Source: an optimization exercise on an open RTL-to-GDS flow (aim: small area, a short achievable clock period and few clock cycles per item). Production flows keep margins and buffers that such runs may drop. At most, simulation tests tie the RTL to the original design; equivalence was not proved. No functional check of the RTL was part of runs 1 and 2. No activity file was given, so power comes from the tool's default toggle rates.

### flow/design.v
`timescale 1ns / 1ps
package dxtdec_pkg;
    localparam int PIX_IDX_W = 24;
    localparam logic [1:0] CFG_IDX_FORMAT = 2'd0;
    localparam logic [1:0] CFG_IDX_WIDTH  = 2'd1;
    localparam logic [1:0] CFG_IDX_HEIGHT = 2'd2;
    typedef struct packed {
        logic        fmt_dxt5;
        logic [12:0] width;
        logic [12:0] height;
    } t_cfg;
    typedef struct packed {
        logic [3:0][31:0]          pal;
        logic [7:0][7:0]           apal;
        logic [31:0]               cidx;
        logic [47:0]               aidx;
        logic                      dxt5;
        logic [PIX_IDX_W-1:0]      base;
        logic [PIX_IDX_W-1:0]      step;
        logic                      last_img;
    } t_blk;
    typedef struct packed {
        logic full;
        logic empty;
    } t_q_stat;
endpackage
`timescale 1ns / 1ps
module dxt1_dxt5_block_decoder_core #(
    parameter int MAX_DIMENSION = 4096
) (
    input  logic         i_clk,
    input  logic         i_rst_n,
    input  logic         i_cfg_valid,
    output logic         o_cfg_ready,
    input  logic [1:0]   i_cfg_index,
    input  logic [12:0]  i_cfg_data,
    input  logic         s_axis_tvalid,
    output logic         s_axis_tready,
    input  logic [127:0] s_axis_tdata,    
    output logic         m_axis_tvalid,
    input  logic         m_axis_tready,
    output logic [55:0]  m_axis_tdata,    
    output logic         m_axis_tlast,
    output logic [0:0]   m_axis_tuser     
);
    localparam logic [1:0] AM_INTERP = 2'd0;
    localparam logic [1:0] AM_ZERO   = 2'd1;
    localparam logic [1:0] AM_FULL   = 2'd2;
    function automatic logic [9:0] blkdim1(input logic [12:0] v);
        if (v[12]) begin
            blkdim1 = 10'd1023;
        end else if (v[11:2] == 10'd0) begin
            blkdim1 = 10'd0;
        end else begin
            blkdim1 = v[11:2] - 10'd1;
        end
    endfunction
    function automatic logic [23:0] expand565(input logic [15:0] v);
        expand565 = {v[4:0], v[4:2], v[10:5], v[10:9], v[15:11], v[15:13]};
    endfunction
    function automatic logic [7:0] div3(input logic [9:0] n);
        logic [1:0] r;
        logic [3:0] t;
        logic [9:0] q;
        r = 2'd0;
        for (int i = 4; i >= 0; i--) begin
            t = st3({r, n[2*i +: 2]});
            q[2*i +: 2] = t[3:2];
            r = t[1:0];
        end
        div3 = q[7:0];
    endfunction
    function automatic logic [8:0] divmod57(input logic [7:0] d, input logic seven);
        logic [2:0] r7, r5;
        logic [4:0] s;
        logic [7:0] q7, q5;
        r7 = 3'd0;
        r5 = 3'd0;
        for (int i = 3; i >= 0; i--) begin
            s = st7({r7, d[2*i +: 2]});
            q7[2*i +: 2] = s[4:3];
            r7 = s[2:0];
            s = st5({r5, d[2*i +: 2]});
            q5[2*i +: 2] = s[4:3];
            r5 = s[2:0];
        end
        divmod57 = seven ? {q7[5:0], r7} : {q5[5:0], r5};
    endfunction
    function automatic logic [2:0] galpha(input logic [6:0] v);
        case (v)
            7'd0: galpha = 3'd0;
            7'd1: galpha = 3'd0;
            7'd2: galpha = 3'd0;
            7'd3: galpha = 3'd0;
            7'd4: galpha = 3'd0;
            7'd5: galpha = 3'd0;
            7'd6: galpha = 3'd0;
            7'd7: galpha = 3'd0;
            7'd8: galpha = 3'd0;
            7'd9: galpha = 3'd0;
            7'd10: galpha = 3'd0;
            7'd11: galpha = 3'd0;
            7'd12: galpha = 3'd0;
            7'd13: galpha = 3'd1;
            7'd14: galpha = 3'd1;
            7'd15: galpha = 3'd1;
            7'd16: galpha = 3'd0;
            7'd17: galpha = 3'd0;
            7'd18: galpha = 3'd0;
            7'd19: galpha = 3'd1;
            7'd20: galpha = 3'd1;
            7'd21: galpha = 3'd2;
            7'd22: galpha = 3'd2;
            7'd23: galpha = 3'd2;
            7'd24: galpha = 3'd0;
            7'd25: galpha = 3'd0;
            7'd26: galpha = 3'd1;
            7'd27: galpha = 3'd1;
            7'd28: galpha = 3'd2;
            7'd29: galpha = 3'd3;
            7'd30: galpha = 3'd3;
            7'd31: galpha = 3'd4;
            7'd32: galpha = 3'd0;
            7'd33: galpha = 3'd0;
            7'd34: galpha = 3'd1;
            7'd35: galpha = 3'd2;
            7'd36: galpha = 3'd3;
            7'd37: galpha = 3'd4;
            7'd38: galpha = 3'd4;
            7'd39: galpha = 3'd5;
            7'd40: galpha = 3'd0;
            7'd41: galpha = 3'd1;
            7'd42: galpha = 3'd2;
            7'd43: galpha = 3'd3;
            7'd44: galpha = 3'd4;
            7'd45: galpha = 3'd5;
            7'd46: galpha = 3'd6;
            7'd47: galpha = 3'd7;
            7'd48: galpha = 3'd0;
            7'd49: galpha = 3'd1;
            7'd50: galpha = 3'd2;
            7'd51: galpha = 3'd3;
            7'd52: galpha = 3'd4;
            7'd53: galpha = 3'd6;
            7'd54: galpha = 3'd7;
            7'd55: galpha = 3'd0;
            7'd56: galpha = 3'd0;
            7'd57: galpha = 3'd1;
            7'd58: galpha = 3'd2;
            7'd59: galpha = 3'd4;
            7'd60: galpha = 3'd5;
            7'd61: galpha = 3'd7;
            7'd62: galpha = 3'd0;
            7'd63: galpha = 3'd1;
            7'd64: galpha = 3'd0;
            7'd65: galpha = 3'd0;
            7'd66: galpha = 3'd0;
            7'd67: galpha = 3'd0;
            7'd68: galpha = 3'd0;
            7'd69: galpha = 3'd0;
            7'd70: galpha = 3'd0;
            7'd71: galpha = 3'd0;
            7'd72: galpha = 3'd0;
            7'd73: galpha = 3'd1;
            7'd74: galpha = 3'd1;
            7'd75: galpha = 3'd1;
            7'd76: galpha = 3'd1;
            7'd77: galpha = 3'd1;
            7'd78: galpha = 3'd1;
            7'd79: galpha = 3'd1;
            7'd80: galpha = 3'd0;
            7'd81: galpha = 3'd1;
            7'd82: galpha = 3'd1;
            7'd83: galpha = 3'd1;
            7'd84: galpha = 3'd2;
            7'd85: galpha = 3'd2;
            7'd86: galpha = 3'd2;
            7'd87: galpha = 3'd2;
            7'd88: galpha = 3'd0;
            7'd89: galpha = 3'd1;
            7'd90: galpha = 3'd1;
            7'd91: galpha = 3'd2;
            7'd92: galpha = 3'd2;
            7'd93: galpha = 3'd3;
            7'd94: galpha = 3'd3;
            7'd95: galpha = 3'd3;
            7'd96: galpha = 3'd0;
            7'd97: galpha = 3'd1;
            7'd98: galpha = 3'd2;
            7'd99: galpha = 3'd2;
            7'd100: galpha = 3'd3;
            7'd101: galpha = 3'd3;
            7'd102: galpha = 3'd4;
            7'd103: galpha = 3'd4;
            7'd104: galpha = 3'd0;
            7'd105: galpha = 3'd1;
            7'd106: galpha = 3'd2;
            7'd107: galpha = 3'd3;
            7'd108: galpha = 3'd3;
            7'd109: galpha = 3'd4;
            7'd110: galpha = 3'd5;
            7'd111: galpha = 3'd5;
            7'd112: galpha = 3'd0;
            7'd113: galpha = 3'd1;
            7'd114: galpha = 3'd2;
            7'd115: galpha = 3'd3;
            7'd116: galpha = 3'd4;
            7'd117: galpha = 3'd5;
            7'd118: galpha = 3'd6;
            7'd119: galpha = 3'd6;
            7'd120: galpha = 3'd0;
            7'd121: galpha = 3'd1;
            7'd122: galpha = 3'd2;
            7'd123: galpha = 3'd3;
            7'd124: galpha = 3'd4;
            7'd125: galpha = 3'd5;
            7'd126: galpha = 3'd6;
            7'd127: galpha = 3'd7;
            default: galpha = 3'd0;
        endcase
    endfunction
    function automatic logic [4:0] st7(input logic [4:0] v);
        case (v)
            5'd0: st7 = 5'd0;
            5'd1: st7 = 5'd1;
            5'd2: st7 = 5'd2;
            5'd3: st7 = 5'd3;
            5'd4: st7 = 5'd4;
            5'd5: st7 = 5'd5;
            5'd6: st7 = 5'd6;
            5'd7: st7 = 5'd8;
            5'd8: st7 = 5'd9;
            5'd9: st7 = 5'd10;
            5'd10: st7 = 5'd11;
            5'd11: st7 = 5'd12;
            5'd12: st7 = 5'd13;
            5'd13: st7 = 5'd14;
            5'd14: st7 = 5'd16;
            5'd15: st7 = 5'd17;
            5'd16: st7 = 5'd18;
            5'd17: st7 = 5'd19;
            5'd18: st7 = 5'd20;
            5'd19: st7 = 5'd21;
            5'd20: st7 = 5'd22;
            5'd21: st7 = 5'd24;
            5'd22: st7 = 5'd25;
            5'd23: st7 = 5'd26;
            5'd24: st7 = 5'd27;
            5'd25: st7 = 5'd28;
            5'd26: st7 = 5'd29;
            5'd27: st7 = 5'd30;
            5'd28: st7 = 5'd0;
            5'd29: st7 = 5'd0;
            5'd30: st7 = 5'd0;
            5'd31: st7 = 5'd0;
            default: st7 = 5'd0;
        endcase
    endfunction
    function automatic logic [4:0] st5(input logic [4:0] v);
        case (v)
            5'd0: st5 = 5'd0;
            5'd1: st5 = 5'd1;
            5'd2: st5 = 5'd2;
            5'd3: st5 = 5'd3;
            5'd4: st5 = 5'd4;
            5'd5: st5 = 5'd8;
            5'd6: st5 = 5'd9;
            5'd7: st5 = 5'd10;
            5'd8: st5 = 5'd11;
            5'd9: st5 = 5'd12;
            5'd10: st5 = 5'd16;
            5'd11: st5 = 5'd17;
            5'd12: st5 = 5'd18;
            5'd13: st5 = 5'd19;
            5'd14: st5 = 5'd20;
            5'd15: st5 = 5'd24;
            5'd16: st5 = 5'd25;
            5'd17: st5 = 5'd26;
            5'd18: st5 = 5'd27;
            5'd19: st5 = 5'd28;
            5'd20: st5 = 5'd0;
            5'd21: st5 = 5'd0;
            5'd22: st5 = 5'd0;
            5'd23: st5 = 5'd0;
            5'd24: st5 = 5'd0;
            5'd25: st5 = 5'd0;
            5'd26: st5 = 5'd0;
            5'd27: st5 = 5'd0;
            5'd28: st5 = 5'd0;
            5'd29: st5 = 5'd0;
            5'd30: st5 = 5'd0;
            5'd31: st5 = 5'd0;
            default: st5 = 5'd0;
        endcase
    endfunction
    function automatic logic [3:0] st3(input logic [3:0] v);
        case (v)
            4'd0: st3 = 4'd0;
            4'd1: st3 = 4'd1;
            4'd2: st3 = 4'd2;
            4'd3: st3 = 4'd4;
            4'd4: st3 = 4'd5;
            4'd5: st3 = 4'd6;
            4'd6: st3 = 4'd8;
            4'd7: st3 = 4'd9;
            4'd8: st3 = 4'd10;
            4'd9: st3 = 4'd12;
            4'd10: st3 = 4'd13;
            4'd11: st3 = 4'd14;
            4'd12: st3 = 4'd0;
            4'd13: st3 = 4'd0;
            4'd14: st3 = 4'd0;
            4'd15: st3 = 4'd0;
            default: st3 = 4'd0;
        endcase
    endfunction
    logic        r_fmt;
    logic [9:0]  r_bw, r_bh;        
    assign o_cfg_ready = 1'b1;
    always_ff @(posedge i_clk) begin
        if (!i_rst_n) begin
            r_fmt <= 1'b0;
            r_bw  <= 10'd0;
            r_bh  <= 10'd0;
        end else if (i_cfg_valid) begin
            if (i_cfg_index == 2'd0) r_fmt <= i_cfg_data[0];
            if (i_cfg_index == 2'd1) r_bw  <= blkdim1(i_cfg_data);
            if (i_cfg_index == 2'd2) r_bh  <= blkdim1(i_cfg_data);
        end
    end
    logic [9:0]   r_col, r_row;
    logic [21:0]  r_bb;            
    logic         r_busy;          
    logic [3:0]   r_it;
    logic         r_rdy;           
    logic         r_bv;            
    logic [63:0]  r_lo, r_hi;
    logic         r_bfmt;
    logic [9:0]   r_bbw;           
    logic         r_lc, r_lr;
    logic [7:0]   r_bad;           
    logic         r_bseven;        
    logic [3:0]   r_k;             
    logic [1:0]   r_nci;           
    logic [2:0]   r_nai;           
    logic         r_cv;
    logic [29:0]  r_cn;            
    logic         r_cfour;
    logic [2:0]   r_cj;            
    logic [1:0]   r_cam;           
    logic         r_pseven;
    logic [7:0]   r_pa0;           
    logic [5:0]   r_pq;
    logic [2:0]   r_pr;
    logic         r_ov;
    logic [31:0]  r_rgba;
    logic [21:0]  r_idx;
    logic [3:0]   r_ok;            
    logic         r_blast;         
    logic         r_olast, r_ouser;
    logic [1:0]   r_oklo;          
    logic         r_upd;           
    logic w_acc, w_go, w_sel, w_first, w_pend, w_wwrite, w_bset, w_step, w_nrow, w_upd;
    logic w_bv_n, w_busy_n;
    logic [21:0] w_aug, w_add, w_sum;
    logic [11:0] w_rm;
    logic [10:0] w_col1, w_row1;
    logic        w_cin;
    assign w_acc    = s_axis_tvalid && r_rdy;
    assign w_go     = r_cv && (!r_ov || m_axis_tready);
    assign w_sel    = r_bv && (!r_cv || w_go);
    assign w_first  = w_go && (r_ok == 4'd0);
    assign w_upd    = r_upd;
    assign w_pend   = (r_bv && r_k == 4'd0) || (r_cv && r_ok == 4'd0) || r_upd;
    assign w_wwrite = i_cfg_valid && (i_cfg_index == 2'd1);
    assign w_nrow   = w_upd && r_lc && !r_lr;
    assign w_bset   = (w_wwrite && ((r_row != 10'd0) || r_bv || r_cv || r_upd || w_acc)) || w_nrow;
    assign w_step   = r_busy && !w_pend;
    assign w_col1 = {1'b0, r_col} + 11'd1;
    assign w_row1 = {1'b0, r_row} + 11'd1;
    assign w_rm  = {r_row, 2'b00};
    always_comb begin
        if (!r_busy) begin
            w_aug = r_bb;
            w_add = 22'd0;
            w_cin = 1'b1;
        end else if (r_it == 4'd12) begin
            w_aug = r_bb;
            w_add = 22'(r_col);
            w_cin = 1'b0;
        end else begin
            w_aug = (r_it == 4'd0) ? 22'd0 : {r_bb[20:0], 1'b0};
            w_cin = w_rm[4'd11 - r_it];
            w_add = w_cin ? 22'(r_bw) : 22'd0;
        end
    end
    assign w_sum = w_aug + w_add + 22'(w_cin);
    assign w_bv_n   = w_acc ? 1'b1 : (w_sel && r_k == 4'd15) ? 1'b0 : r_bv;
    assign w_busy_n = w_bset ? 1'b1 : (w_step && r_it == 4'd12) ? 1'b0 : r_busy;
    always_ff @(posedge i_clk) begin
        if (!i_rst_n) begin
            r_col  <= 10'd0;
            r_row  <= 10'd0;
            r_bb   <= 22'd0;
            r_busy <= 1'b0;
            r_it   <= 4'd0;
            r_rdy  <= 1'b1;
            r_bv   <= 1'b0;
            r_k    <= 4'd0;
            r_cv   <= 1'b0;
            r_ok   <= 4'd0;
            r_ov   <= 1'b0;
            r_upd  <= 1'b0;
        end else begin
            r_upd  <= w_first;
            r_bv   <= w_bv_n;
            r_busy <= w_busy_n;
            r_rdy  <= !w_bv_n && !w_busy_n;
            if (w_sel) r_k <= r_k + 4'd1;
            r_cv <= w_sel || (r_cv && !w_go);
            if (w_go) r_ok <= r_ok + 4'd1;
            r_ov <= w_go || (r_ov && !m_axis_tready);
            if (w_bset) begin
                r_it <= 4'd0;
            end else if (w_step) begin
                r_it <= r_it + 4'd1;
                r_bb <= w_sum;
            end
            if (w_upd) begin
                if (r_lc) begin
                    r_col <= 10'd0;
                    if (r_lr) begin
                        r_row <= 10'd0;
                        r_bb  <= 22'd0;
                    end else begin
                        r_row <= w_row1[9:0];
                    end
                end else begin
                    r_col <= w_col1[9:0];
                    if (!r_busy) r_bb <= w_sum;
                end
            end
        end
    end
    logic [7:0] w_ia0, w_ia1;
    assign w_ia0 = s_axis_tdata[7:0];
    assign w_ia1 = s_axis_tdata[15:8];
    always_ff @(posedge i_clk) begin
        if (r_rdy) begin
            r_lo     <= s_axis_tdata[63:0];
            r_hi     <= s_axis_tdata[127:64];
            r_bfmt   <= r_fmt;
            r_bbw    <= r_bw;
            r_lc     <= (r_col >= r_bw);
            r_lr     <= (r_row >= r_bh);
            r_bseven <= (w_ia0 > w_ia1);
            r_bad    <= (w_ia0 > w_ia1) ? (w_ia0 - w_ia1) : (w_ia1 - w_ia0);
        end
    end
    logic [3:0] w_k1;
    assign w_k1 = r_k + 4'd1;
    always_ff @(posedge i_clk) begin
        if (r_rdy) begin
            r_nci <= r_fmt ? s_axis_tdata[97:96] : s_axis_tdata[33:32];
            r_nai <= s_axis_tdata[18:16];
        end else if (w_sel) begin
            r_nci <= r_bfmt ? r_hi[32 + 2 * w_k1 +: 2] : r_lo[32 + 2 * w_k1 +: 2];
            r_nai <= r_lo[16 + 3 * w_k1 +: 3];
        end
    end
    logic [63:0] w_cw;
    logic [15:0] w_c0, w_c1;
    logic [23:0] w_e0, w_e1;
    logic [1:0]  w_ci;
    logic [2:0]  w_ai;
    logic        w_four, w_zero, w_sx, w_sy;
    logic [7:0]  w_ex, w_ey;
    logic [29:0] w_n;
    logic [2:0]  w_j;
    logic [1:0]  w_am;
    always_comb begin
        w_cw   = r_bfmt ? r_hi : r_lo;
        w_c0   = w_cw[15:0];
        w_c1   = w_cw[31:16];
        w_e0   = expand565(w_c0);
        w_e1   = expand565(w_c1);
        w_ci   = r_nci;
        w_ai   = r_nai;
        w_four = r_bfmt || (w_c0 > w_c1);
        w_zero = !w_four && (w_ci == 2'd3);
        w_sx   = w_ci[0];
        w_sy   = w_ci[0] ^ w_ci[1];
        for (int ch = 0; ch < 3; ch++) begin
            w_ex = w_sx ? w_e1[ch*8 +: 8] : w_e0[ch*8 +: 8];
            w_ey = w_sy ? w_e1[ch*8 +: 8] : w_e0[ch*8 +: 8];
            if (w_zero) begin
                w_n[ch*10 +: 10] = 10'd0;
            end else if (w_four) begin
                w_n[ch*10 +: 10] = {1'b0, w_ex, 1'b0} + {2'b00, w_ey};
            end else begin
                w_n[ch*10 +: 10] = {2'b00, w_ex} + {2'b00, w_ey};
            end
        end
        case (w_ai)
            3'd0:    w_j = 3'd0;
            3'd1:    w_j = r_bseven ? 3'd7 : 3'd5;
            default: w_j = w_ai - 3'd1;
        endcase
        if (!r_bfmt) begin
            w_am = w_zero ? AM_ZERO : AM_FULL;
        end else if (!r_bseven && w_ai == 3'd6) begin
            w_am = AM_ZERO;
        end else if (!r_bseven && w_ai == 3'd7) begin
            w_am = AM_FULL;
        end else begin
            w_am = AM_INTERP;
        end
    end
    logic [8:0] w_qr;
    assign w_qr = divmod57(r_bad, r_bseven);
    always_ff @(posedge i_clk) begin
        if (w_sel) begin
            r_cn    <= w_n;
            r_cfour <= w_four;
            r_cj    <= w_j;
            r_cam   <= w_am;
            if (r_k == 4'd0) begin
                r_pseven <= r_bseven;
                r_pa0    <= r_bseven ? ~r_lo[7:0] : r_lo[7:0];
                r_pq     <= w_qr[8:3];
                r_pr     <= w_qr[2:0];
            end
        end
    end
    logic [23:0] w_rgb;
    logic [2:0]  w_g;
    logic [7:0]  w_z, w_alpha, w_p0, w_p1, w_p2, w_s1, w_s2, w_s3;
    logic [8:0]  w_y1, w_y2, w_y3;
    always_comb begin
        for (int ch = 0; ch < 3; ch++) begin
            w_rgb[ch*8 +: 8] = r_cfour ? div3(r_cn[ch*10 +: 10]) : r_cn[ch*10+1 +: 8];
        end
        w_g = galpha({r_pseven, r_cj, r_pr});
        w_p0 = r_cj[0] ? 8'(r_pq) : 8'd0;
        w_p1 = r_cj[1] ? 8'({r_pq, 1'b0}) : 8'd0;
        w_p2 = r_cj[2] ? 8'({r_pq, 2'b00}) : 8'd0;
        w_s1 = r_pa0 ^ w_p0 ^ w_p1;
        w_y1 = {(r_pa0 & w_p0) | (r_pa0 & w_p1) | (w_p0 & w_p1), 1'b0};
        w_s2 = w_s1 ^ w_y1[7:0] ^ w_p2;
        w_y2 = {(w_s1 & w_y1[7:0]) | (w_s1 & w_p2) | (w_y1[7:0] & w_p2), 1'b0};
        w_s3 = w_s2 ^ w_y2[7:0] ^ 8'(w_g);
        w_y3 = {(w_s2 & w_y2[7:0]) | (w_s2 & 8'(w_g)) | (w_y2[7:0] & 8'(w_g)), 1'b0};
        w_z  = w_s3 + w_y3[7:0];
        case (r_cam)
            AM_ZERO: w_alpha = 8'd0;
            AM_FULL: w_alpha = 8'd255;
            default: w_alpha = r_pseven ? ~w_z : w_z;
        endcase
    end
    always_ff @(posedge i_clk) begin
        if (w_go) begin
            r_rgba  <= {w_alpha, w_rgb};
            r_olast <= (r_ok == 4'd15);
            r_ouser <= (r_ok == 4'd15) && r_blast;
            r_oklo  <= r_ok[1:0];
            if (r_ok == 4'd0) begin
                r_idx   <= r_bb;
                r_blast <= r_lc && r_lr;
            end else if (r_ok[1:0] == 2'd0) begin
                r_idx <= r_idx + 22'(r_bbw) + 22'd1;
            end
        end
    end
    assign s_axis_tready = r_rdy;
    assign m_axis_tvalid = r_ov;
    assign m_axis_tdata  = {r_idx, r_oklo, r_rgba};
    assign m_axis_tlast  = r_olast;
    assign m_axis_tuser  = r_ouser;
endmodule
### flow/flow/run.sh
#!/bin/bash
set -o pipefail
cat >> config.mk <<'CFG'
export SETUP_SLACK_MARGIN = 5.5
export BUFFER_PORTS_ARGS = -buffer_cell sky130_fd_sc_hd__buf_1
CFG
bash standard.sh > standard_run.log 2>&1
### flow/standard.sh
#!/bin/bash
# synth_recipe.tcl (not shown) runs the flow's synth.tcl, then flattens the netlist and writes it again
# the make line also repeats each setting of config.mk as NAME=value (left out here)
make -C /OpenROAD-flow-scripts/flow DESIGN_CONFIG=/design/flow/config.mk WORK_HOME=/design/flow/orfs CLKGATE_MAP_FILE= SYNTH_SCRIPT=/design/flow/synth_recipe.tcl "${@:-finish}"
### flow/config.mk
export PLATFORM = sky130hd
export DESIGN_NAME = dxt1_dxt5_block_decoder_core
export DESIGN_NICKNAME = dxt1_dxt5_block_decoder_core
export VERILOG_FILES = /design/flow/design.v
export SDC_FILE = /design/flow/constraint.sdc
export NUM_CORES = 4
export LEC_CHECK = 0
export ABC_AREA = 1
export CAP_MARGIN = 20
export CORE_MARGIN = 2
export CORE_UTILIZATION = 60
export SLEW_MARGIN = 20
export SETUP_SLACK_MARGIN = 5.5
export BUFFER_PORTS_ARGS = -buffer_cell sky130_fd_sc_hd__buf_1
### flow/constraint.sdc
create_clock -name core_clock -period 9.0 [get_ports {i_clk}]
set_input_delay 1.8000 -clock core_clock [delete_from_list [all_inputs] [get_ports {i_clk}]]
set_output_delay 1.8000 -clock core_clock [all_outputs]
set_load 0.01 [all_outputs]
==> results.toml, run 1 <==
[worst_setup_path]
critPathMaxFanout = 5
r2r-end = "r_rgba[28]"
cp_slowest_cell = "fa_1"
r2r_start = "r_cj[0]"
cp-start-kind = "register"
reg2reg_slack_ps = 5370
cp_cell_sequence = "nand2_1 -> inv_1 -> fa_1 -> fa_1 -> fa_1 -> ha_1 -> a21oi_2 -> nor2_1 -> nor2_1 -> nor2_1 -> buf_4 -> buf_4 -> inv_1 -> nand3_1 -> nand2_1 -> o21ai_0"
r2r_cells = 16
crit_type = "reg -> reg"
critical_path.top_delay_family = "adder cells"
critPathBufInv = 4
max_stage_delay_ps = 540
cp-end-kind = "register"
cp.required_ps = 9290
worstPathArrival_ps = 3910

[layout]
drive_gt1_frac = 0.0992
final_cell_area_sq_um = 26900
postLayoutCoreUtil = 0.693
n_fill_cell = 3172
final_nets = 3440
layoutNonFillerInstCount = 3627
syn2layout_area_growth_pct = 13.3

[floorplanning]
start_util = 0.612
rows = 72
dieArea_sq_um = 41200
die_height_um = 203
io_pins = 209
die_w_um = 203
core-area_sq_um = 38800

[sta]
period_needed_ps = 3630
whs_ps = 481
finalClockSkew_ps = 11.6
setup_ws_ps = 5370
tightest_slew_ps = 1030
setup_viol = 0
slew_headroom = 0.312
tns_ps = 0
rsz0062_at_grt = "true"
hold_viol = 0
layout_worst_path_cycle_share = 0.403
final-max-slew-violation-count = 0
max_freq_mhz = 276

[clock_network]
cts_made_buffers = 39
clock_path_buffers = 3
htree_levels = 2
clock_latency_ps = 560
clock-sinks = 349
clkSlewWorstSetupHoldPaths_ps = 60
tritoncts = "built"
cts_root_buf = "clkbuf_16"

[hold_path]
min_to = "r_bbw[6]"
hold_path_startpoint = "r_bw[6]"
hold_depth = 0
hp-class = "reg -> reg"

[place]
place_congestion = 0.932
dp_hpwl_um = 45800
dpl-instance-area_sq_um = 24900
preCtsSetupSlack_ps = 4700
post-place-cells = 3511
io_buffer_count = 206

[power]
powerDensity_nw_per_um2 = 275
leakage_nw = 11.6
ir_drop_mv = 0.179
power_mw = 7.40

[yosys]
ys_warn_count = 1
syn_area_per_cell_sq_um = 8.31
syn_inst = 2857
synth-async-reset-ratio = 0
synth_seq_cells = 349
synth_area_leaders = "edfxtp_1 (34%), ha_1 (10%), nand2_1 (9.4%), dfxtp_1 (6.8%), o21ai_0 (5.7%)"
synth_top_area_frac = 0.339
synth_common_cells = "nand2_1 (596), inv_1 (343), o21ai_0 (271)"
synth_cell_type_count = 69
synth_most_common_cell = "nand2_1"
synthesis.nets = 3220
synth_area_sq_um = 23700
synthFlopType = "edfxtp_1"
synth_edf_count = 268
yosysTopAreaCell = "edfxtp_1"
ys_seq_area_frac = 0.407

[drt]
dr.pass1.iters = 6
drt-wirelength-per-cell_um = 17.0
routed_wirelength_um = 61800
initialDrtViolationCount = 1765
routed-via-count = 20500
drc = 0
avgViaCountPerCell = 5.65
ant_nets = 0

[global_routing]
grt_pass1_vias = 19000
groute.usage.overall = 0.294
grt_first_pass_wirelength_um = 97000
grt_max_degree = 88
antenna_found_initial = 8
grt_overflow = 0

[outcome]
status = "timing/DRC/antenna clean"

[job]
drv_cap = 0
==> flip-flops by register name (all words and copies together), names as in the netlist, 3 cells and up <==
register / cells
r_bb: 22
r_it: 4
r_bw: 10
r_row: 10
r_pr: 3
r_lo: 64
r_k: 4
r_cj: 3
r_bh: 10
r_rgba: 32
r_pa0: 8
r_cn: 30
r_ok: 4
r_col: 10
r_hi: 64
r_pq: 6
r_bbw: 10
r_bad: 8
r_nai: 3
r_idx: 22
==> where the power goes <==
part           switching, mW  internal [mW]
registers              0.179           2.08
clock network          0.660          0.861
logic                   2.27           1.35
total                   3.11           4.29
==> cells in the final DEF, fill, tap and decap left out, types with 76 or more instances in the layout <==
cell,count
o21ai_0,247
edfxtp_1,268
buf_1,203
a21oi_1,189
nand3_1,168
nand2_1,589
inv_1,336
nor2_1,177
ha_1,186
dfxtp_1,76
==> worst max path at each step <==
stage | end | slack [ps] | cells past startpoint | start
3_3_place_gp | r_cn[17] | 4750 | 19 | r_bfmt
6_report | r_rgba[28] | 5370 | 16 | r_cj[0]
3_5_place_dp | r_cn[21] | 4700 | 14 | r_bfmt
5_1_grt | r_rgba[30] | 5160 | 15 | r_cj[0]
4_1_cts | r_rgba[30] | 5380 | 15 | r_cj[0]
2_1_floorplan | s_axis_tready | 5120 | 0 | r_rdy
==> final cells by class <==
cell class | instances | area (sq um) | share of cell area
multi-input cells | 2051 | 12600 | 0.468
well taps | 518 | 648 | 0.0241
inverters | 378 | 1450 | 0.0540
clock inverters | 19 | 155 | 0.00577
repair buffers | 258 | 1300 | 0.0484
diodes | 3 | 7.51 | 0.000279
flip-flops and latches | 349 | 9680 | 0.360
clock buffers | 51 | 1050 | 0.0391
==> logic make-up (layout without fill, tap and decap cells) <==
group           count (synthesis)  after routing  share of synthesized area
fa+ha+maj                     215            215                      0.121
compound gates                621            621                      0.146
xor+xnor                       95             95                     0.0350
simple gates                 1105           1106                      0.209
mux                            13             13                    0.00548
flops                         349            349                      0.407
other cells                     1              4                   0.000158
buf+inv                       458            706                     0.0763
==> repair_timing <==
item | in CTS | in global routing
gates resized for setup | 46 | 62
pin swaps | 10 | 15
cloned | 2 | 2
setup endpoints to repair | 53 | 61
hold buffers | 0 | 0
buffers inserted | 14 | 25
==> metal layers <==
metal / up-vias / global-route usage / share of wire
met5: - / 0 / 0.00095
met3: 108 / 0.0512 / 0.067
li1: 10200 / - / -
met1: 9547 / 0.400 / 0.44
met2: 667 / 0.482 / 0.46
met4: 8 / 0.0865 / 0.029
==> run 2, diff against run 1 <==
--- a/flow/config.mk
+++ b/flow/config.mk
@@ -10,3 +10,3 @@
 export CORE_MARGIN = 2
-export CORE_UTILIZATION = 60
+export CORE_UTILIZATION = 40
 export SLEW_MARGIN = 20
==> run 2 against run 1 <==
  * Sequential share of layout area decreased by 0.56 points
  * Final area increased by 1.6%
  * Final cell count increased by 6.9%
  * Sequential power about the same
  * Wire length increased by 4.5%
  * Via count decreased by 1.5%
  * Largest power group unchanged
==> results.toml, run 2 <==
[yosys]
syn_inst = 2857
syn_area_per_cell_sq_um = 8.31
yosysTopAreaCell = "edfxtp_1"
synth_cell_type_count = 69
ys_warn_count = 1
synth_top_area_frac = 0.339
synthFlopType = "edfxtp_1"
synth_area_leaders = "edfxtp_1 (34%), ha_1 (10%), nand2_1 (9.4%), dfxtp_1 (6.8%), o21ai_0 (5.7%)"
synth_area_sq_um = 23700
synth_most_common_cell = "nand2_1"
synth_edf_count = 268
synth_xor_area_frac = 0.0350
synth-compound-area-share = 0.146
ys_seq_area_frac = 0.407
synth_common_cells = "nand2_1 (596), inv_1 (343), o21ai_0 (271)"
synth_seq_cells = 349
synthesis.nets = 3220
synth_fa_ha_area_frac = 0.121
synthSimpleGateAreaFrac = 0.209
synthMuxAreaShare = 0.00548
synth-async-reset-ratio = 0
synth_top_family_by_area = "simple AND/OR/NAND/NOR gates"

[outcome]
status = "timing/DRC/antenna clean"

[layout]
layout_common_cells = "nand2_1 (591), inv_1 (333), edfxtp_1 (268)"
postLayoutCoreUtil = 0.464
layoutNonFillerInstCount = 3877
drive_gt1_frac = 0.102
top_regs = "r_hi x64, r_lo x64, r_rgba x32"
syn2layout_area_growth_pct = 15.1
final_common_cell = "nand2_1"
final_nets = 3433

[sta]
slew_headroom = 0.265
setup_viol = 0
max_freq_mhz = 288
final-max-slew-violation-count = 0
hold_viol = 0
period_needed_ps = 3480
whs_ps = 486
layout_worst_path_cycle_share = 0.386
tns_ps = 0
tightest_slew_ps = 1100
rsz0062_at_grt = "true"
finalClockSkew_ps = 26.5

[global_routing]
grt_overflow = 0
grt_first_pass_wirelength_um = 102000
grt_pass1_vias = 19000
grt_max_degree = 77
antenna_found_initial = 5
groute.usage.overall = 0.208

[power]
pwr-share-clk = 0.227
leakage_nw = 11.6
internal-power_mw = 4.39
power_mw = 7.57
ir_drop_mv = 0.149
swShare = 0.419
power_frac_comb = 0.475
switchingPower_mw = 3.17
seqPwrFrac = 0.298
powerDensity_nw_per_um2 = 277

[clock_network]
clock_path_buffers = 3
cts_made_buffers = 41
hold_buffers = 0
htree_levels = 2
clkSlewWorstSetupHoldPaths_ps = 60
tritoncts = "built"
cts_root_buf = "clkbuf_16"
clock_latency_ps = 580
clock-sinks = 349

[worst_setup_path]
max_stage_delay_ps = 510
critical_path_depth = 15
cp-startpoint = "r_cj[0]"
cp-end-kind = "register"
cp.required_ps = 9320
reg2reg_slack_ps = 5520
r2r-end = "r_rgba[30]"
r2r_start = "r_cj[0]"
crit_type = "reg -> reg"
critPathBufInv = 1
cp_slowest_cell = "fa_1"
cp_cell_sequence = "nand2_1 -> inv_2 -> fa_1 -> fa_1 -> fa_1 -> ha_1 -> a21oi_2 -> nor2_1 -> nor2_1 -> nor2_1 -> o21ai_1 -> nand2_1 -> or2_4 -> nand3_2 -> nand2_1"
critical_path.top_delay_family = "adder cells"
critPathMaxFanout = 5
r2r_cells = 15
endpoint = "r_rgba[30]"
worstPathArrival_ps = 3800
cp-start-kind = "register"

[drt]
drc = 0
avgViaCountPerCell = 5.21
ant_nets = 0
routed-via-count = 20200
drt-wirelength-per-cell_um = 16.7
dr.pass1.iters = 8
routed_wirelength_um = 64600
initialDrtViolationCount = 1441

[floorplanning]
dieArea_sq_um = 61300
start_util = 0.403
io_pins = 209
core-area_sq_um = 58900
die_height_um = 248
rows = 89
die_w_um = 248

[place]
io_buffer_count = 206
place_congestion = 0.874
post-place-cells = 3771
dp_hpwl_um = 48800

[hold_path]
hp-class = "reg -> reg"

[job]
drv_cap = 0
run 2: power by group through the flow:
stage | registers, mW | clock network, mW | logic, mW
2_1_floorplan | 2.24 | 0 | 2.64
3_3_place_gp | 2.29 | 0 | 3.30
3_5_place_dp | 2.30 | 0 | 3.39
4_1_cts | 2.25 | 1.76 | 3.48
5_1_grt | 2.28 | 1.83 | 4.07
6_report | 2.26 | 1.72 | 3.59
run 2: logic make-up (layout without fill, tap and decap cells):
family          Yosys count  after routing
fa+ha+maj               215            215
other cells               1              2
simple gates           1105           1106
flops                   349            349
mux                      13             13
buf+inv                 458            703
xor+xnor                 95             95
compound gates          621            621
run 2: metal layers:
layer | up-vias | part of all wire | track usage
li1 | 10100 | - | -
met1 | 9507 | 0.48 | 0.291
met2 | 480 | 0.46 | 0.339
met3 | 77 | 0.047 | 0.0325
met4 | 8 | 0.015 | 0.0424
met5 | - | 0.00082 | 0
run 2: tightest hold or removal path, stage by stage (launching register included):
cell	delay, ps
dfxtp_1	320
nand2_1	60
a21oi_1	50
run 2: worst min-delay path by stage:
stage | startpoint | endpoint | cells past startpoint
final | r_bb[5] | r_bb[5] | 2
after floorplan | r_bseven | r_pseven | 0
after global routing | r_bb[4] | r_bb[4] | 2
after CTS | r_bb[5] | r_bb[5] | 2
after global placement | r_bb[5] | r_bb[5] | 2
after detailed placement | r_bb[5] | r_bb[5] | 2
run 2: layout make-up:
class | instances | area (sq um)
clock inverter | 24 | 298
fill | 5687 | 31600
tap | 773 | 967
clock buffer | 52 | 1100
inverter | 378 | 1460
timing repair buffer | 249 | 1170
sequential | 349 | 9680
multi-input combinational | 2051 | 12600
antenna | 1 | 2.50
run 2: metrics by stage:
stage	area, sq um	setup slack [ps]
floorplan	23800	5120
global placement	25300	4770
CTS	26900	5490
finish	27300	5520
detailed placement	25300	4710
global route	27300	5270
run 2: what timing repair did:
action | CTS | global route
setup endpoints to repair | 45 | 60
pin swaps | 4 | 18
setup buffers | 15 | 12
cloned | 0 | 2
resized for setup | 42 | 73
==> run 3, diff against run 2 <==
--- a/flow/design.v
+++ b/flow/design.v
@@ -336,3 +336,6 @@
     logic         r_bv;            
-    logic [63:0]  r_lo, r_hi;
+    logic [63:0]  r_lo;            
+    logic [31:0]  r_hidx;          
+    logic [31:0]  r_chdr;          
+    logic         r_bfour;         
     logic         r_bfmt;
@@ -444,3 +447,5 @@
     end
-    logic [7:0] w_ia0, w_ia1;
+    logic [7:0]  w_ia0, w_ia1;
+    logic [31:0] w_ihdr;
+    assign w_ihdr = r_fmt ? s_axis_tdata[95:64] : s_axis_tdata[31:0];
     assign w_ia0 = s_axis_tdata[7:0];
@@ -450,3 +455,5 @@
             r_lo     <= s_axis_tdata[63:0];
-            r_hi     <= s_axis_tdata[127:64];
+            r_hidx   <= s_axis_tdata[127:96];
+            r_chdr   <= w_ihdr;
+            r_bfour  <= r_fmt || (w_ihdr[15:0] > w_ihdr[31:16]);
             r_bfmt   <= r_fmt;
@@ -466,3 +473,3 @@
         end else if (w_sel) begin
-            r_nci <= r_bfmt ? r_hi[32 + 2 * w_k1 +: 2] : r_lo[32 + 2 * w_k1 +: 2];
+            r_nci <= r_bfmt ? r_hidx[2 * w_k1 +: 2] : r_lo[32 + 2 * w_k1 +: 2];
             r_nai <= r_lo[16 + 3 * w_k1 +: 3];
@@ -470,3 +477,2 @@
     end
-    logic [63:0] w_cw;
     logic [15:0] w_c0, w_c1;
@@ -481,5 +487,4 @@
     always_comb begin
-        w_cw   = r_bfmt ? r_hi : r_lo;
-        w_c0   = w_cw[15:0];
-        w_c1   = w_cw[31:16];
+        w_c0   = r_chdr[15:0];
+        w_c1   = r_chdr[31:16];
         w_e0   = expand565(w_c0);
@@ -488,3 +493,3 @@
         w_ai   = r_nai;
-        w_four = r_bfmt || (w_c0 > w_c1);
+        w_four = r_bfour;
         w_zero = !w_four && (w_ci == 2'd3);
--- a/flow/config.mk
+++ b/flow/config.mk
@@ -11,2 +11,3 @@
 export CORE_UTILIZATION = 40
+export CTS_BUF_LIST = sky130_fd_sc_hd__clkbuf_4 sky130_fd_sc_hd__clkbuf_8
 export SLEW_MARGIN = 20
==> run 3 against run 2 <==
  * Register-to-register slack lost 90 ps
  * Critical path depth is the same
  * Sequential power shrank 5%
  * Final area shrank 2.6%
  * Setup slack lost 87 ps
  * Utilization shrank 0.25 points
  * Global-route usage shrank 0.15 points
  * Fmax shrank 2.4%
  * Non-clock buffer count grew 6
  * Die area shrank 1.8%
  * Hold slack lost 11 ps
  * First-iteration DRC count grew 3.8%
==> results.toml, run 3 <==
[outcome]
status = "timing/DRC/antenna clean"

[worst_setup_path]
cp_cell_sequence = "buf_6 -> buf_4 -> nand2_1 -> inv_1 -> fa_1 -> fa_1 -> ha_1 -> ha_1 -> inv_1 -> o31ai_4 -> buf_4 -> xnor2_2 -> or2_4 -> nand3_2 -> nand2_2"
cp-start-kind = "register"
critPathMaxFanout = 5
worstPathArrival_ps = 4000
cp_slowest_cell = "fa_1"
max_stage_delay_ps = 490
cp.required_ps = 9430
cp-end-kind = "register"
crit_type = "reg -> reg"

[clock_network]
clock-sinks = 342
tritoncts = "built"
cts_made_buffers = 61
cts_root_buf = "clkbuf_8"
clkSlewWorstSetupHoldPaths_ps = 60
htree_levels = 2
clock_latency_ps = 700
clock_path_buffers = 3

[floorplanning]
rows = 88
die_w_um = 245
io_pins = 209
dieArea_sq_um = 60200
start_util = 0.404
die_height_um = 245
core-area_sq_um = 57700

[global_routing]
grt_pass1_vias = 19200
grt_max_degree = 85
groute.usage.overall = 0.206
grt_first_pass_wirelength_um = 100000
grt_overflow = 0
antenna_found_initial = 4

[sta]
layout_worst_path_cycle_share = 0.396
tightest_slew_ps = 1080
setup_viol = 0
max_freq_mhz = 281
period_needed_ps = 3560
final-max-slew-violation-count = 0
rsz0062_at_grt = "true"
hold_viol = 0
slew_headroom = 0.279
finalClockSkew_ps = 54.2
tns_ps = 0

[layout]
layoutNonFillerInstCount = 3914
final_common_cell = "nand2_1"
final_nets = 3462
largest_register_ffs = 56
drive_gt1_frac = 0.0988
layout_common_cells = "nand2_1 (537), inv_1 (378), o21ai_0 (284)"
syn2layout_area_growth_pct = 14.2
top_register = "r_lo"

[yosys]
synth_most_common_cell = "nand2_1"
syn_inst = 2867
ys_warn_count = 1
synthFlopType = "edfxtp_1"
synth_common_cells = "nand2_1 (544), inv_1 (389), o21ai_0 (302)"
synthesis.nets = 3230
synth-async-reset-ratio = 0
synth_cell_type_count = 61
yosysTopAreaCell = "edfxtp_1"
synth_top_area_frac = 0.336
synth_area_sq_um = 23300
synth_area_leaders = "edfxtp_1 (34%), ha_1 (10%), nand2_1 (8.8%), dfxtp_1 (7.0%), o21ai_0 (6.5%)"
synth_edf_count = 261
ys_seq_area_frac = 0.406
synth_seq_cells = 342
syn_area_per_cell_sq_um = 8.13

[drt]
initialDrtViolationCount = 1496
dr.pass1.iters = 5
drc = 0
routed_wirelength_um = 62900
avgViaCountPerCell = 5.20
ant_nets = 0
drt-wirelength-per-cell_um = 16.1
routed-via-count = 20400

[power]
power_frac_comb = 0.451
ir_drop_mv = 0.126
seqPwrFrac = 0.323
internal-power_mw = 3.94
leakage_nw = 11.3
pwr-share-clk = 0.227
powerDensity_nw_per_um2 = 251
switchingPower_mw = 2.74
swShare = 0.411

[hold_path]
hp-class = "reg -> reg"

[place]
place_congestion = 0.891
io_buffer_count = 206
dp_hpwl_um = 47200
post-place-cells = 3767

[job]
drv_cap = 0
## run 3: repair_timing
| action | CTS | global route |
|---|---|---|
| hold buffers | 0 | 0 |
| endpoints found under the hold margin | 0 | 0 |
| cloned | 0 | 1 |
| pin swaps | 2 | 24 |
| endpoints found under the setup margin | 58 | 32 |
| resized for setup | 25 | 71 |
| setup buffers | 20 | 13 |
## run 3: power groups by stage
stage	logic [mW]	registers, mW	clock network, mW
finish	3.01	2.15	1.52
global route	3.44	2.18	1.63
CTS	2.89	2.15	1.56
detailed placement	2.80	2.21	0
global placement	2.74	2.20	0
floorplan	2.20	2.15	0
## run 3: per-layer routing
| metal | wire [um] | vias to the layer above | track usage |
|---|---|---|---|
| met3 | 3910 | 107 | 0.0397 |
| li1 | - | 10200 | - |
| met4 | 1550 | 6 | 0.0569 |
| met5 | 46 | - | 0 |
| met2 | 28000 | 558 | 0.329 |
| met1 | 29400 | 9483 | 0.284 |
## run 3: path summary, 6_finish.rpt
kind | cells after the start | to | slack (ps) | start
max reg2reg | 15 | r_rgba[29] | 5440 | r_cj[0]
min reg2reg | 1 | r_row[0] | 480 | r_row[0]
min | 1 | r_row[0] | 480 | r_row[0]
max | 15 | r_rgba[29] | 5440 | r_cj[0]
## run 3: layout make-up
cell class,instances,area [sq um]
antenna,1,2.50
clock buffer,84,1030
clock inverter,28,216
fill,5724,31100
inverter,407,1550
multi-input combinational,2032,12200
sequential,342,9480
tap,765,957
timing repair buffer,255,1170
## run 3: stage by stage
stage                util  worst slack, ps  instance area (sq um)  hold WS (ps)  power [mW]
floorplan               -             5180                  23400           421        4.35
global placement    0.431             4600                  24800           478        4.95
detailed placement  0.431             4630                  24800           481        5.01
CTS                 0.456             5460                  26300           495        6.61
global route        0.461             5260                  26600           495        7.25
finish              0.461             5440                  26600           475        6.68
## run 3: critical path, delay by kind of cell, from the launching register on
kind / cells / cell delay, ps
AO/OA/AOI/OAI: 1 / 260
XOR/XNOR: 1 / 60
adder cells (fa/ha/maj): 4 / 1560
buffers and inverters: 5 / 600
flip-flops: 1 / 400
AND/OR/NAND/NOR: 4 / 420
## run 3: cell families (layout without fill, tap and decap cells)
kind of cell,after synthesis,after routing,share of synthesized area
fa+ha+maj,215,215,0.123
other cells,1,2,0.000161
buf+inv,493,774,0.0824
xor+xnor,73,73,0.0274
compound gates,689,689,0.163
flops,342,342,0.406
simple gates,1054,1054,0.198
Testbench counts of run 3, summed over its fixed seeds: cycles 17,440, items 16,384.
==> run 4, diff against run 3 <==
--- a/flow/config.mk
+++ b/flow/config.mk
@@ -11,3 +11,2 @@
 export CORE_UTILIZATION = 40
-export CTS_BUF_LIST = sky130_fd_sc_hd__clkbuf_4 sky130_fd_sc_hd__clkbuf_8
 export SLEW_MARGIN = 20
==> run 4 against run 3 <==
  * Wire length fell by 0.96%
  * Die area did not move
  * Setup slack got worse by 45 ps
  * Power rose by 0.94%
  * Global-route usage fell by 0.18 points
  * Sequential share of layout area barely moved
  * Final cell count fell by 1.1%
  * Final area fell by 0.11%
  * Clock power rose by 8%
  * Flip-flop and latch count did not move
  * Critical endpoint is now r_rgba[31]
  * Highest routed layer unchanged
==> results.toml, run 4 <==
[yosys]
ys_seq_area_frac = 0.406
synth_edf_count = 261
synth_seq_cells = 342
synth-async-reset-ratio = 0
syn_inst = 2867
yosysTopAreaCell = "edfxtp_1"
synth_common_cells = "nand2_1 (544), inv_1 (389), o21ai_0 (302)"
synth_area_sq_um = 23300
synth_cell_type_count = 61
synth_area_leaders = "edfxtp_1 (34%), ha_1 (10%), nand2_1 (8.8%), dfxtp_1 (7.0%), o21ai_0 (6.5%)"
synthesis.nets = 3230
synth_most_common_cell = "nand2_1"
syn_area_per_cell_sq_um = 8.13
synth_top_area_frac = 0.336
synthFlopType = "edfxtp_1"
ys_warn_count = 1

[global_routing]
grt_max_degree = 85
use_met1 = 0.284
busiest_layer = "met2"
grt_first_pass_wirelength_um = 99400
grt_pass1_vias = 19000
grt_overflow = 0
antenna_found_initial = 3
groute.usage.overall = 0.204
grt.met2_usage = 0.326
grtUsageMet3 = 0.0338

[power]
switchingPower_mw = 2.72
leakage_nw = 11.3
ir_drop_mv = 0.160
powerDensity_nw_per_um2 = 254
swShare = 0.404
pwr-share-clk = 0.243
power_mw = 6.74
internal-power_mw = 4.02
power_frac_comb = 0.437
seqPwrFrac = 0.319

[layout]
final_nets = 3438
largest_register_ffs = 56
final_common_cell = "nand2_1"
num_antenna_cells = 0
top_register = "r_lo"
drive_gt1_frac = 0.0818
layout_common_cells = "nand2_1 (541), inv_1 (380), o21ai_0 (285)"
syn2layout_area_growth_pct = 14.1

[clock_network]
clock_latency_ps = 600
htree_levels = 2
clock_path_buffers = 3
cts_root_buf = "clkbuf_16"
clock-sinks = 342
tritoncts = "built"
cts_made_buffers = 40
clkSlewWorstSetupHoldPaths_ps = 60

[floorplanning]
start_util = 0.404
die_height_um = 245
io_pins = 209
core-area_sq_um = 57700
dieArea_sq_um = 60200
die_w_um = 245
rows = 88

[worst_setup_path]
worstPathArrival_ps = 3910
cp-start-kind = "register"
critPathMaxFanout = 8
reg2reg_slack_ps = 5390
r2r_cells = 15
crit_type = "reg -> reg"
r2r_start = "r_cj[0]"
cp-end-kind = "register"
cp.required_ps = 9300
r2r-end = "r_rgba[31]"

[sta]
final-max-slew-violation-count = 0
hold_viol = 0
finalClockSkew_ps = 42.5
tightest_slew_ps = 1080
setup_viol = 0
period_needed_ps = 3610
rsz0062_at_grt = "true"
slew_headroom = 0.279
max_freq_mhz = 277
layout_worst_path_cycle_share = 0.401
tns_ps = 0

[job]
drv_cap = 0

[place]
place_congestion = 0.891
io_buffer_count = 206
dp_hpwl_um = 47200

[hold_path]
min_to = "r_row[0]"
hold_path_startpoint = "r_row[0]"
hp-class = "reg -> reg"
hold_depth = 1

[outcome]
status = "timing/DRC/antenna clean"

[drt]
routed_wirelength_um = 62300
routed-via-count = 20200
drc = 0
ant_nets = 0
initialDrtViolationCount = 1486
avgViaCountPerCell = 5.23
dr.pass1.iters = 6
drt-wirelength-per-cell_um = 16.1
-- run 4: final cells by class --
| class | count | area [sq um] |
|---|---|---|
| inverters | 407 | 1550 |
| clock buffers | 51 | 1080 |
| repair buffers | 251 | 1130 |
| clock inverters | 21 | 226 |
| flip-flops and latches | 342 | 9480 |
| multi-input cells | 2033 | 12200 |
| fillers | 5694 | 31100 |
| well taps | 765 | 957 |
-- run 4: cells by family (layout without fill, tap and decap cells) --
| family | Yosys count | after routing | share of synthesized area |
|---|---|---|---|
| AND/OR/NAND/NOR | 1054 | 1055 | 0.198 |
| AO/OA/AOI/OAI | 689 | 689 | 0.163 |
| buffers and inverters | 493 | 730 | 0.0824 |
| flip-flops | 342 | 342 | 0.406 |
| adder cells (fa/ha/maj) | 215 | 215 | 0.123 |
| XOR/XNOR | 73 | 73 | 0.0274 |
| other | 1 | 1 | 0.000161 |
-- run 4: power by group through the flow --
stage          registers [mW]  logic, mW  clock network (mW)
2_1_floorplan            2.15       2.20                   0
4_1_cts                  2.15       2.88                1.68
3_3_place_gp             2.20       2.74                   0
5_1_grt                  2.18       3.38                1.73
3_5_place_dp             2.21       2.80                   0
6_report                 2.15       2.95                1.64
-- run 4: worst max-delay path by stage --
stage,from,end,slack [ps],depth (start not counted)
after floorplan,r_rdy,s_axis_tready,5180,0
after global placement,s_axis_tdata[0],r_bad[1],4600,12
after detailed placement,s_axis_tdata[0],r_bad[1],4630,12
after CTS,r_pr[1],r_rgba[31],5470,20
after global routing,r_cj[0],r_rgba[30],5200,16
final,r_cj[0],r_rgba[31],5390,15
-- run 4: metrics by stage --
step           hold slack, ps  cell area [sq um]  instances  setup slack, ps   util
6_report                  474              26600       3870             5390  0.461
5_1_grt                   495              26600       3870             5200  0.461
4_1_cts                   492              26400       3858             5470  0.457
3_5_place_dp              481              24800       3767             4630  0.431
3_3_place_gp              478              24800       3767             4600  0.431
2_1_floorplan             421              23400       2867             5180      -
-- run 4: timing repair --
action                     4_1_cts  5_1_grt
gates resized for setup         25       54
hold buffers                     0        0
pin swaps                        2       22
cloned                           0        1
buffers inserted                19       11
setup endpoints to repair       59       39
-- run 4: metal layers --
layer / vias to the layer above / part of all wire
met5: - / 0.00079
met4: 6 / 0.026
met3: 91 / 0.058
met2: 545 / 0.45
met1: 9438 / 0.47
li1: 10200 / -
-- run 4: critical path, stage by stage (launching register included) --
cell	delay (ps)
edfxtp_1	370
buf_6	150
nand2_2	50
inv_2	40
fa_1	530
fa_1	440
fa_1	540
buf_4	110
inv_1	40
fa_2	360
o31ai_4	210
nand2_1	80
nand2_1	60
a21oi_1	60
xor2_1	200
o21ai_1	100
==> run 5, diff against run 4 <==
==> flow/flow/run.sh (replaced) <==
#!/bin/bash
set -o pipefail
cat >> config.mk <<'CFG'
export SETUP_SLACK_MARGIN = 6
export BUFFER_PORTS_ARGS = -buffer_cell sky130_fd_sc_hd__buf_1
CFG
bash standard.sh > standard_run.log 2>&1
--- a/flow/config.mk
+++ b/flow/config.mk
@@ -12,3 +12,3 @@
 export SLEW_MARGIN = 20
-export SETUP_SLACK_MARGIN = 5.5
+export SETUP_SLACK_MARGIN = 6
 export BUFFER_PORTS_ARGS = -buffer_cell sky130_fd_sc_hd__buf_1
==> run 5 against run 4 <==
  * Still clean
  * Wire length grew 7.5%
  * Final area rose by 8.1%
  * Flip-flop and latch count unchanged
  * Critical path type unchanged
==> results.toml, run 5 <==
[drt]
dr.pass1.iters = 5
avgViaCountPerCell = 5.27
ant_nets = 0
initialDrtViolationCount = 1586
routed-via-count = 20900
routed_wirelength_um = 66900
drt-wirelength-per-cell_um = 16.9
drc = 0

[layout]
syn2layout_area_growth_pct = 23.3
layout_common_cells = "nand2_1 (508), inv_1 (362), edfxtp_1 (261)"
final_nets = 3531
final_cell_area_sq_um = 28800
drive_gt1_frac = 0.177
final_common_cell = "nand2_1"
top_register = "r_lo"
multiInputGateArea_sq_um = 13400
n_fill_cell = 5466
largest_register_ffs = 56
seqCellArea_sq_um = 9480

[clock_network]
clock_latency_ps = 580
cts_root_buf = "clkbuf_16"
cts_made_buffers = 42
clock-sinks = 342
clkSlewWorstSetupHoldPaths_ps = 60
htree_levels = 2
tritoncts = "built"
hold_buffers = 0
clock_path_buffers = 3

[yosys]
synthFlopType = "edfxtp_1"
synth_area_sq_um = 23300
synth_most_common_cell = "nand2_1"
synthesis.nets = 3230
synth_common_cells = "nand2_1 (544), inv_1 (389), o21ai_0 (302)"
synth_cell_type_count = 61
synth_area_leaders = "edfxtp_1 (34%), ha_1 (10%), nand2_1 (8.8%), dfxtp_1 (7.0%), o21ai_0 (6.5%)"
ys_seq_area_frac = 0.406
syn_inst = 2867
synth-async-reset-ratio = 0
synth_edf_count = 261
ys_warn_count = 1
synth_seq_cells = 342
synth_top_area_frac = 0.336
yosysTopAreaCell = "edfxtp_1"
syn_area_per_cell_sq_um = 8.13

[power]
power_frac_comb = 0.473
leakage_nw = 12.1
pwr-share-clk = 0.234
seqPwrFrac = 0.293
powerDensity_nw_per_um2 = 255
swShare = 0.403
internal-power_mw = 4.38
switchingPower_mw = 2.96
ir_drop_mv = 0.143

[sta]
setup_viol = 0
tightest_slew_ps = 1090
tns_ps = 0
period_needed_ps = 3570
slew_headroom = 0.274
rsz0062_at_grt = "true"
finalClockSkew_ps = 31.5
max_freq_mhz = 280
layout_worst_path_cycle_share = 0.396
setup_ws_ps = 5430
final-max-slew-violation-count = 0
hold_viol = 0

[floorplanning]
rows = 88
dieArea_sq_um = 60200
die_w_um = 245
core-area_sq_um = 57700
die_height_um = 245
start_util = 0.404
io_pins = 209

[global_routing]
grt_max_degree = 65
grt_first_pass_wirelength_um = 104000
grt_pass1_vias = 19600
groute.usage.overall = 0.213
antenna_found_initial = 4
grt_overflow = 0

[place]
io_buffer_count = 206
dp_hpwl_um = 47000
preCtsSetupSlack_ps = 4700
place_congestion = 0.886
dpl-instance-area_sq_um = 25000

[worst_setup_path]
cp-end-kind = "register"
cp.required_ps = 9320
crit_type = "reg -> reg"
critPathMaxFanout = 4
cp-start-kind = "register"
worstPathArrival_ps = 3890

[job]
drv_cap = 0

[outcome]
status = "timing/DRC/antenna clean"

[hold_path]
hp-class = "reg -> reg"
## run 5: cell counts after synthesis
No cell type changed its count.
## run 5: layer usage
| layer | global-route usage | wire, um | vias to the layer above |
|---|---|---|---|
| met3 | 0.0336 | 3940 | 108 |
| met2 | 0.346 | 31000 | 636 |
| met4 | 0.0638 | 1680 | 6 |
| met5 | 0 | 31 | - |
| li1 | - | - | 10400 |
| met1 | 0.292 | 30300 | 9807 |
## run 5: area by class of cell
cell class / instances / area share
repair buffers: 339 / 0.0667
clock buffers: 49 / 0.0392
inverters: 407 / 0.0560
repair inverters: 2 / 0.000522
diodes: 1 / 0.0000870
flip-flops and latches: 342 / 0.330
well taps: 765 / 0.0333
clock inverters: 28 / 0.00879
multi-input cells: 2034 / 0.466
## run 5: path summary, 6_finish.rpt
kind,start,slack [ps],end,cells after the start
max,r_cj[0],5430,r_rgba[30],16
min,r_bw[5],500,r_bbw[5],0
max reg2reg,r_cj[0],5430,r_rgba[30],16
min reg2reg,r_bw[5],500,r_bbw[5],0
## run 5: power by group through the flow
stage	clock network, mW	registers [mW]	logic [mW]
floorplan	0	2.15	2.20
global placement	0	2.20	2.75
detailed placement	0	2.20	2.81
CTS	1.75	2.15	3.03
global route	1.81	2.17	3.89
finish	1.71	2.15	3.47
## run 5: timing repair
action / 4_1_cts / 5_1_grt
gates cloned: 3 / 2
pin swaps: 52 / 96
resized for setup: 212 / 206
buffers inserted: 58 / 62
endpoints found under the setup margin: 110 / 91
## run 5: cells by family after synthesis
| kind of cell | synth area share |
|---|---|
| fa+ha+maj | 0.123 |
| flops | 0.406 |
| compound gates | 0.163 |
| other cells | 0.000161 |
| xor+xnor | 0.0274 |
| simple gates | 0.198 |
| buf+inv | 0.0824 |
## run 5: critical path, cell delays in order, from the launching register on
cell	delay (ps)
edfxtp_1	400
buf_6	150
nand2_2	50
inv_2	40
fa_1	460
fa_1	510
fa_1	440
ha_1	300
a21oi_2	120
nor2_1	50
nor2_1	150
nor2_1	80
o21ai_1	130
nand2_1	80
or2_4	230
nand3_2	70
nand2_1	60
## run 5: stage by stage
step           total power [mW]  instances   util  hold slack [ps]
4_1_cts                    6.93       3902  0.476              484
3_5_place_dp               5.02       3764  0.433              485
5_1_grt                    7.88       3967  0.498              506
2_1_floorplan              4.36       2867      -              421
6_report                   7.34       3967  0.498              497
3_3_place_gp               4.95       3764  0.433              476
==> run 6, diff against run 5 <==
--- a/flow/design.v
+++ b/flow/design.v
@@ -371,2 +371,3 @@
     logic        w_cin;
+    logic [22:0] w_sum23, w_idx23;
     assign w_acc    = s_axis_tvalid && r_rdy;
@@ -399,3 +400,4 @@
     end
-    assign w_sum = w_aug + w_add + 22'(w_cin);
+    assign w_sum23 = {w_aug, 1'b1} + {w_add, w_cin};
+    assign w_sum   = w_sum23[22:1];
     assign w_bv_n   = w_acc ? 1'b1 : (w_sel && r_k == 4'd15) ? 1'b0 : r_bv;
@@ -564,2 +566,3 @@
     end
+    assign w_idx23 = {r_idx, 1'b1} + {12'd0, r_bbw, 1'b1};
     always_ff @(posedge i_clk) begin
@@ -574,3 +577,3 @@
             end else if (r_ok[1:0] == 2'd0) begin
-                r_idx <= r_idx + 22'(r_bbw) + 22'd1;
+                r_idx <= w_idx23[22:1];
             end
==> flow/flow/run.sh (replaced) <==
#!/bin/bash
set -o pipefail
cat >> config.mk <<'CFG'
export SETUP_SLACK_MARGIN = 5.5
export BUFFER_PORTS_ARGS = -buffer_cell sky130_fd_sc_hd__buf_1
CFG
bash standard.sh > standard_run.log 2>&1
--- a/flow/config.mk
+++ b/flow/config.mk
@@ -11,4 +11,6 @@
 export CORE_UTILIZATION = 40
+export CTS_CLUSTER_DIAMETER = 80
+export CTS_CLUSTER_SIZE = 20
 export SLEW_MARGIN = 20
-export SETUP_SLACK_MARGIN = 6
+export SETUP_SLACK_MARGIN = 5.5
 export BUFFER_PORTS_ARGS = -buffer_cell sky130_fd_sc_hd__buf_1
==> run 6 against run 5 <==
  * Wire length is 6.9% lower
  * Area after synthesis is 0.59% higher
  * Non-clock buffer count is 100 lower
  * Combinational power is 14% lower
  * First-iteration DRC count is 8.6% lower
  * Sequential power hardly changed
  * Critical endpoint unchanged
  * Largest cell class unchanged
  * Highest routed layer unchanged
==> results.toml, run 6 <==
[global_routing]
grt_first_pass_wirelength_um = 101000
antenna_found_initial = 1
groute.usage.overall = 0.204
grt_overflow = 0
grt_pass1_vias = 19200
grt_max_degree = 80

[sta]
setup_viol = 0
tns_ps = 0
final-max-slew-violation-count = 0
slew_headroom = 0.350
rsz0062_at_grt = "true"
max_freq_mhz = 284
finalClockSkew_ps = 40.2
hold_viol = 0
period_needed_ps = 3520
tightest_slew_ps = 975
layout_worst_path_cycle_share = 0.391

[drt]
drc = 0
dr.pass1.iters = 6
initialDrtViolationCount = 1450
routed_wirelength_um = 62300
avgViaCountPerCell = 5.21
routed-via-count = 20200
ant_nets = 0
drt-wirelength-per-cell_um = 16.1

[floorplanning]
io_pins = 209
rows = 88
dieArea_sq_um = 60600
core-area_sq_um = 57800
die_height_um = 246
die_w_um = 246
start_util = 0.406

[yosys]
synth_most_common_cell = "nand2_1"
synthFlopType = "edfxtp_1"
synth_area_sq_um = 23500
syn_inst = 2910
synth_common_cells = "nand2_1 (586), inv_1 (399), o21ai_0 (304)"
ys_seq_area_frac = 0.403
ys_warn_count = 1
synth-async-reset-ratio = 0
synth_edf_count = 261
synth_area_leaders = "edfxtp_1 (33%), ha_1 (10%), nand2_1 (9.4%), dfxtp_1 (6.9%), o21ai_0 (6.5%)"
synth_cell_type_count = 64
synth_seq_cells = 342
syn_area_per_cell_sq_um = 8.06
yosysTopAreaCell = "edfxtp_1"
synth_top_area_frac = 0.334
synthesis.nets = 3273

[layout]
layout_common_cells = "nand2_1 (585), inv_1 (396), o21ai_0 (289)"
largest_register_ffs = 56
multiInputGateArea_sq_um = 12200
final_cell_area_sq_um = 26100
final_nets = 3458
num_antenna_cells = 0
drive_gt1_frac = 0.0687
syn2layout_area_growth_pct = 11.5
n_fill_cell = 5665
top_register = "r_lo"
seqCellArea_sq_um = 9470
final_common_cell = "nand2_1"

[worst_setup_path]
r2r_start = "r_cj[0]"
critPathMaxFanout = 4
max_stage_delay_ps = 520
cp-end-kind = "register"
critical_path_depth = 15
r2r-end = "r_rgba[30]"
cp_slowest_cell = "fa_1"
worstPathArrival_ps = 3840
r2r_cells = 15
crit_path_frequent_cell = "nand2_1"
endpoint = "r_rgba[30]"
cp_cell_sequence = "nand2_1 -> inv_2 -> fa_1 -> fa_1 -> fa_1 -> ha_1 -> nand2_1 -> nor2_1 -> a211oi_2 -> nor2_1 -> o21ai_1 -> nand2_1 -> or2_4 -> nand3_2 -> nand2_1"
cp-startpoint = "r_cj[0]"
cp.required_ps = 9320
crit_type = "reg -> reg"
reg2reg_slack_ps = 5480
cp-start-kind = "register"
critPathBufInv = 1
critical_path.top_delay_family = "adder cells"

[place]
dp_hpwl_um = 47500
place_congestion = 0.900
dpl-instance-area_sq_um = 25000
io_buffer_count = 206

[clock_network]
cts_root_buf = "clkbuf_16"
clock-sinks = 342
clock_latency_ps = 600
tritoncts = "built"
clkSlewWorstSetupHoldPaths_ps = 90
cts_made_buffers = 26
htree_levels = 1
clock_path_buffers = 3

[power]
internal-power_mw = 3.68
leakage_nw = 11.1
pwr-share-clk = 0.193
power_frac_comb = 0.468
ir_drop_mv = 0.154
swShare = 0.423
seqPwrFrac = 0.339
switchingPower_mw = 2.70
powerDensity_nw_per_um2 = 244

[hold_path]
hp-class = "reg -> reg"
hold_depth = 0

[job]
drv_cap = 0

[outcome]
status = "timing/DRC/antenna clean"
==> run 6: cell count changes in the layout (fill, tap and decap cells not counted), sizes merged, moves of 13 or more <==
cell	before	now
nand2	567	614
a21oi	228	214
inv	400	414
buf	334	237
clkbuf	53	36
nand3	182	206
xor2	50	37
==> run 6: power by group through the flow <==
stage	registers, mW	logic, mW	clock network, mW
finish	2.16	2.99	1.23
detailed placement	2.21	2.88	0
global placement	2.21	2.82	0
CTS	2.16	2.93	1.27
floorplan	2.16	2.26	0
global route	2.19	3.43	1.32
==> run 6: cell type report <==
cell class / instances / share of cell area
inverters: 420 / 0.0613
well taps: 765 / 0.0366
repair buffers: 239 / 0.0394
clock inverters: 14 / 0.00728
clock buffers: 34 / 0.0269
multi-input cells: 2065 / 0.466
repair inverters: 1 / 0.000287
flip-flops and latches: 342 / 0.362
==> run 6: worst reg2reg max path, cell delays in order, from the launching register on <==
cell,delay [ps]
edfxtp_1,480
nand2_1,120
inv_2,40
fa_1,520
fa_1,440
fa_1,490
ha_1,290
nand2_1,60
nor2_1,50
a211oi_2,180
nor2_1,80
o21ai_1,120
nand2_1,80
or2_4,230
nand3_2,60
nand2_1,60
==> run 6: worst min path at each step <==
stage / startpoint / to / slack, ps
after global routing: r_bw[7] / r_bbw[7] / 520
after global placement: r_col[9] / r_col[9] / 480
final: r_bw[7] / r_bbw[7] / 500
after CTS: r_bw[7] / r_bbw[7] / 510
after floorplan: r_bseven / r_pseven / 420
after detailed placement: r_col[9] / r_col[9] / 490
==> run 6: cells by family (layout without fill, tap and decap cells) <==
| group | Yosys count | after routing | share of synthesized area |
|---|---|---|---|
| multiplexers | 2 | 2 | 0.000854 |
| AND/OR/NAND/NOR | 1110 | 1110 | 0.207 |
| other | 1 | 1 | 0.000160 |
| AO/OA/AOI/OAI | 675 | 675 | 0.161 |
| buffers and inverters | 503 | 708 | 0.0832 |
| flip-flops | 342 | 342 | 0.403 |
| XOR/XNOR | 62 | 62 | 0.0232 |
| adder cells (fa/ha/maj) | 215 | 215 | 0.122 |
==> run 6: repair_timing <==
action,4_1_cts,5_1_grt
hold buffers,0,0
pin swaps,1,5
endpoints found under the setup margin,35,37
setup buffers,8,9
gates cloned,0,1
gates resized for setup,6,41
==> run 6: stage by stage <==
step                 util  instances  worst slack [ps]  power (mW)  hold WS [ps]
floorplan               -       2910              5510        4.41           424
global placement    0.432       3814              4770        5.03           476
detailed placement  0.432       3814              4780        5.10           487
CTS                 0.449       3870              5420        6.37           505
global route        0.452       3880              5310        6.94           521
finish              0.452       3880              5480        6.38           503
==> run 6: per-layer routing <==
metal | part of all wire | GRT usage
met2 | 0.45 | 0.333
met3 | 0.052 | 0.0259
met1 | 0.47 | 0.286
met4 | 0.023 | 0.0478
met5 | 0.00021 | 0
Testbench counts of run 6, summed over its fixed seeds: cycles 17,440, items 16,384.

-- port drivers added, routing unchanged --
The flow's constraints put no driver on any port. The routed layouts listed below were extracted and timed again, unchanged, in two steps.
Step 1 assumes that a clkbuf_16 drives the clock port and a buf_2 every other input.
Step 2 also shifts input and output timing later by t, the mid clock arrival at the registers, as if the neighbouring blocks saw the same clock.
a / b / c = ideal / step 1 / step 2; a / b = the first two.
| run | t (ns) | setup WS [ns] | worst setup path at the end | worst slew at a driven data input, ns |
|---|---|---|---|---|
| run 1 | 0.611 | 5.374 / 5.374 / 5.036 | input to register | 0.10 |
| run 2 | 0.630 | 5.525 / 5.525 / 5.023 | input to register | 0.09 |
| run 3 | 0.728 | 5.438 / 5.438 / 4.937 | input to register | 0.10 |
| run 4 | 0.637 | 5.393 / 5.393 / 5.058 | input to register | 0.09 |
| run 5 | 0.628 | 5.435 / 5.435 / 5.175 | input to register | 0.10 |
| run 6 | 0.645 | 5.477 / 5.477 / 5.004 | input to register | 0.10 |
After both steps setup and hold are still met in every run listed. For run 2, which loses most, drivers alone change the setup slack by 0.000 ns; drivers and shift together by -0.502 ns.
